From an optimization exercise on the open Yosys and OpenROAD flow, aimed at small area; shortcuts taken in it are not production practice.
In this exercise RTL edits were held to simulation tests only and were not proved equivalent to the original.
Power figures rest on the tool's default switching activity, not on a simulated workload.

==> flow/design.v <==
package jpeg_pkg;
    localparam logic [7:0]  M_PREFIX    = 8'hFF;
    localparam logic [7:0]  M_DHT       = 8'hC4;
    localparam logic [9:0]  DHT_LH_BASE = 10'd19;
endpackage
module dht_segment_writer
#(
    parameter int MAX_SYMS  = 256,
    parameter int SYM_IDX_W = 8
) (
    input  logic                 clk,
    input  logic                 rst_n,
    input  logic                 bits_we,
    input  logic [3:0]           bits_idx,
    input  logic [7:0]           bits_val,
    input  logic                 val_we,
    input  logic [SYM_IDX_W-1:0] val_idx,
    input  logic [7:0]           val_data,
    input  logic                 start,
    input  logic [3:0]           tc,
    input  logic [3:0]           th,
    output logic                 busy,
    output logic                 done,
    output logic                 err,
    output logic                 out_valid,
    input  logic                 out_ready,
    output logic [7:0]           out_data,
    output logic                 out_last,
    output logic                 code_we,
    output logic [7:0]           code_sym,
    output logic [15:0]          code_val,
    output logic [4:0]           code_len
);
    localparam logic [2:0] S_IDLE  = 3'b000;
    localparam logic [2:0] S_ERR   = 3'b001;   
    localparam logic [2:0] S_DONE  = 3'b010;
    localparam logic [2:0] S_CHECK = 3'b011;
    localparam logic [2:0] S_HDR   = 3'b100;
    localparam logic [2:0] S_BITS  = 3'b101;
    localparam logic [2:0] S_VALP  = 3'b110;   
    localparam logic [2:0] S_VALS  = 3'b111;   
    logic [2:0]  st_r, st_nxt;
    logic        cw_r;
    logic [4:0]  p_r, p_nxt;         
    logic [15:0] code_r, code_nxt;   
    logic [7:0]  rem_r, rem_nxt;     
    logic [7:0]  vidx_r, vidx_nxt;   
    logic [9:0]  nacc_r, nacc_nxt;   
    logic        bad_r, bad_nxt;
    logic [7:0]  tcth_r;
    logic [7:0]  csym_r;
    logic [7:0]  rd_r;               
    logic [15:0] cval_r;
    logic [4:0]  clen_r;
    logic        idle_s, chk_s, hs_s, p15_s;
    logic [7:0]  cnt_rd, mem_rd, hdr_s;
    logic [15:0] sum_s;
    logic [9:0]  nsum_s, lh_s;
    logic        ovf_s, last_s;
    assign idle_s = ~st_r[2] & ~st_r[1];
    assign chk_s  = (st_r == S_CHECK);
    assign hs_s   = (st_r == S_VALP) & out_ready;
    assign p15_s  = (p_r[3:0] == 4'd15);
    logic [3:0]       caddr;
    logic [15:0][7:0] cnt_r;
    assign caddr = idle_s ? bits_idx : p_r[3:0];
    always_ff @(posedge clk or negedge rst_n) begin
        if (!rst_n) begin
            cnt_r <= '0;
        end else if (idle_s && bits_we) begin
            cnt_r[caddr] <= bits_val;
        end
    end
    assign cnt_rd = cnt_r[caddr];
    logic [15:0]  whi, wlo, rhi, rlo;
    logic [7:0]   mgrp [16];
    logic [7:0]   mq [256];
    always_comb begin
        for (int i = 0; i < 16; i++) begin
            whi[i] = idle_s && val_we && (val_idx[7:4] == 4'(i));
            wlo[i] = (val_idx[3:0] == 4'(i));
            rhi[i] = (vidx_nxt[7:4] == 4'(i));
            rlo[i] = (vidx_nxt[3:0] == 4'(i));
        end
    end
    for (genvar i = 0; i < 256; i++) begin : g_mem
        always_ff @(posedge clk) begin
            if (whi[i / 16] && wlo[i % 16]) mq[i] <= val_data;
        end
    end
    always_comb begin
        mem_rd = 8'd0;
        for (int j = 0; j < 16; j++) begin
            mgrp[j] = 8'd0;
            for (int k = 0; k < 16; k++) mgrp[j] = mgrp[j] | (mq[16 * j + k] & {8{rlo[k]}});
            mem_rd = mem_rd | (mgrp[j] & {8{rhi[j]}});
        end
    end
    assign sum_s  = code_r + (chk_s ? {6'd0, 2'b11, ~cnt_rd} : 16'd0) + 16'd1;
    assign ovf_s  = ~code_r[9] & (sum_s[9] | (sum_s[9:0] == 10'd0));
    assign nsum_s = nacc_r[9] ? nacc_r : ({1'b0, nacc_r[8:0]} + {2'b00, cnt_rd});
    assign lh_s   = jpeg_pkg::DHT_LH_BASE + {1'b0, nacc_r[8:0]};
    assign last_s = (({1'b0, vidx_r} + 9'd1) == nacc_r[8:0]);
    always_comb begin
        case (p_r[2:0])
            3'd0:    hdr_s = jpeg_pkg::M_PREFIX;
            3'd1:    hdr_s = jpeg_pkg::M_DHT;
            3'd2:    hdr_s = {6'd0, lh_s[9:8]};
            3'd3:    hdr_s = lh_s[7:0];
            default: hdr_s = tcth_r;
        endcase
    end
    always_comb begin
        st_nxt   = st_r;
        p_nxt    = p_r;
        code_nxt = code_r;
        rem_nxt  = rem_r;
        vidx_nxt = vidx_r;
        nacc_nxt = nacc_r;
        bad_nxt  = bad_r;
        case (st_r)
            S_IDLE, S_ERR: begin
                if (start) begin
                    st_nxt   = S_CHECK;
                    p_nxt    = 5'd0;
                    code_nxt = 16'd2;
                    nacc_nxt = 10'd0;
                    bad_nxt  = 1'b0;
                end else begin
                    st_nxt = S_IDLE;
                end
            end
            S_CHECK: begin
                p_nxt    = p_r + 5'd1;
                nacc_nxt = nsum_s;
                bad_nxt  = bad_r | ovf_s;
                if (!code_r[9]) code_nxt = {6'd0, sum_s[8:0], 1'b0};
                if (p15_s) begin
                    p_nxt = 5'd0;
                    if (bad_nxt || (nsum_s == 10'd0) || nsum_s[9]
                        || (nsum_s[8] && (nsum_s[7:0] != 8'd0)))
                        st_nxt = S_ERR;
                    else
                        st_nxt = S_HDR;
                end
            end
            S_HDR: begin
                if (out_ready) begin
                    p_nxt = p_r + 5'd1;
                    if (p_r[2:0] == 3'd4) begin
                        st_nxt = S_BITS;
                        p_nxt  = 5'd0;
                    end
                end
            end
            S_BITS: begin
                if (p_r[3:0] == 4'd0) rem_nxt = cnt_rd;
                if (out_ready) begin
                    p_nxt = p_r + 5'd1;
                    if (p15_s) begin
                        p_nxt    = 5'd1;
                        code_nxt = 16'd0;
                        vidx_nxt = 8'd0;
                        st_nxt   = (rem_r != 8'd0) ? S_VALP : S_VALS;
                    end
                end
            end
            S_VALP: begin
                if (out_ready) begin
                    vidx_nxt = vidx_r + 8'd1;
                    if (last_s) begin
                        st_nxt = S_DONE;
                    end else if (rem_r == 8'd1) begin
                        code_nxt = {sum_s[14:0], 1'b0};
                        p_nxt    = p_r + 5'd1;
                        rem_nxt  = cnt_rd;
                        if (cnt_rd == 8'd0) st_nxt = S_VALS;
                    end else begin
                        code_nxt = sum_s;
                        rem_nxt  = rem_r - 8'd1;
                    end
                end
            end
            S_VALS: begin
                if (rem_r == 8'd0) begin
                    code_nxt = {code_r[14:0], 1'b0};
                    p_nxt    = p_r + 5'd1;
                    rem_nxt  = cnt_rd;
                end else begin
                    st_nxt = S_VALP;
                end
            end
            default: begin   
                st_nxt = S_IDLE;
            end
        endcase
    end
    always_ff @(posedge clk or negedge rst_n) begin
        if (!rst_n) begin
            st_r <= S_IDLE;
            cw_r <= 1'b0;
        end else begin
            st_r <= st_nxt;
            cw_r <= hs_s;
        end
    end
    always_ff @(posedge clk) begin
        p_r    <= p_nxt;
        code_r <= code_nxt;
        rem_r  <= rem_nxt;
        vidx_r <= vidx_nxt;
        nacc_r <= nacc_nxt;
        bad_r  <= bad_nxt;
        if (idle_s && start) tcth_r <= {tc, th};
        rd_r   <= mem_rd;
        csym_r <= rd_r;
        cval_r <= code_r;
        clen_r <= p_r;
    end
    assign busy      = st_r[2] | (st_r[1] & st_r[0]);
    assign done      = (st_r == S_DONE);
    assign err       = (st_r == S_ERR);
    assign out_valid = st_r[2] & ~(st_r[1] & st_r[0]);
    assign out_data  = st_r[1] ? rd_r : (st_r[0] ? cnt_rd : hdr_s);
    assign out_last  = st_r[2] & st_r[1] & last_s;
    assign code_we   = cw_r;
    assign code_sym  = csym_r;
    assign code_val  = cval_r;
    assign code_len  = clen_r;
endmodule
make LEC_CHECK=0 CAP_MARGIN=20 CORE_MARGIN=2 CORE_UTILIZATION=40 CTS_BUF_LIST=sky130_fd_sc_hd__clkbuf_4 SLEW_MARGIN=20 finish   # period 8.0 ns
run.sh (not shown) runs the stock make flow with config.mk's settings and CLKGATE_MAP_FILE= SYNTH_SCRIPT=/design/flow/synth_recipe.tcl, a recipe that flattens the netlist after the stock synthesis.
==> next run, changes <==
Settings changed: CTS_BUF_LIST sky130_fd_sc_hd__clkbuf_4 to not set.
Utilization stays flat. First-iteration DRC count shrinks by a few percent. Clock skew falls by 110 ps. Combinational power stays flat. Synthesized cell count stays the same. Clock power came out higher by a little under a tenth.

RTL: the design.v shown in full above, as it stands there.
make LEC_CHECK=0 CAP_MARGIN=20 CORE_MARGIN=2 CORE_UTILIZATION=40 CTS_BUF_LIST=sky130_fd_sc_hd__clkbuf_8 SLEW_MARGIN=20 finish   # period 8.0 ns
The first run passed the timing, DRC and antenna checks.
Next try:
==> flow/flow/run.sh (new file) <==
#!/bin/bash
# Standard ORFS layout with two changes: port buffers use the smallest buffer cell, and
# clock tree synthesis uses clkbuf_8 sink clusters without dummy load cells.
set -euo pipefail
export BUFFER_PORTS_ARGS="-buffer_cell sky130_fd_sc_hd__buf_1"
export CTS_ARGS="-sink_clustering_enable -repair_clock_nets -dont_use_dummy_load -buf_list sky130_fd_sc_hd__clkbuf_8 -sink_clustering_size 12 -sink_clustering_max_diameter 60"
bash standard.sh > standard.log 2>&1
==> flow/standard.sh (new file) <==
#!/bin/bash
# synth_recipe.tcl (not shown) runs the flow's synth.tcl, then flattens the netlist and writes it again
# the make line also repeats each setting of config.mk as NAME=value (left out here)
make -C /OpenROAD-flow-scripts/flow DESIGN_CONFIG=/design/flow/config.mk WORK_HOME=/design/flow/orfs CLKGATE_MAP_FILE= SYNTH_SCRIPT=/design/flow/synth_recipe.tcl "${@:-finish}"
Settings changed: CTS_BUF_LIST sky130_fd_sc_hd__clkbuf_8 to unset.
removed: flow/run.sh
Outcome:
- The new run completed with no timing, DRC or antenna violations
- power came out lower by 9.6%
- via count went down by about 1.6%
- worst setup slack gains 420 ps
- utilization decreases by 2.1 points
- fmax goes up by about 6%

==> afterwards: timing with drivers on the ports <==
In the flow no input, the clock included, has a driving cell. The finished layouts below were timed again as built, in two steps.
Step 1, drivers: a clkbuf_16 drives clk and a buf_2 each remaining input, both assumed.
Step 2 adds t to the input delays and takes it off the output delays; t is the mean of the earliest and latest rising clock arrival at the registers after step 1. Input paths then give back, and output paths get back, about the clock's delay inside the block.
a / b / c = no drivers / after step 1 / after step 2; a / b = the first two.
run | shift t [ns] | slack for setup (ns) | hold WS [ns] | worst setup path at the end
the first run of note 1 | 1.440 | 0.898 / 0.871 / 0.559 | 0.318 / 0.254 / 0.421 | input to register
the second run of note 1 | 0.935 | 0.927 / 0.900 / 0.732 | 0.409 / 0.409 / 0.409 | input to register
the first run of note 2 | 1.139 | 0.903 / 0.877 / 0.549 | 0.405 / 0.405 / 0.405 | input to register
the second run of note 2 | 1.026 | 1.319 / 1.384 / 0.358 | 0.404 / 0.404 / 0.404 | input to register
After both steps every run listed still meets setup and hold. The setup slack of the second run of note 2, which loses most, moves by +0.065 ns with the drivers and by -0.961 ns with both steps.
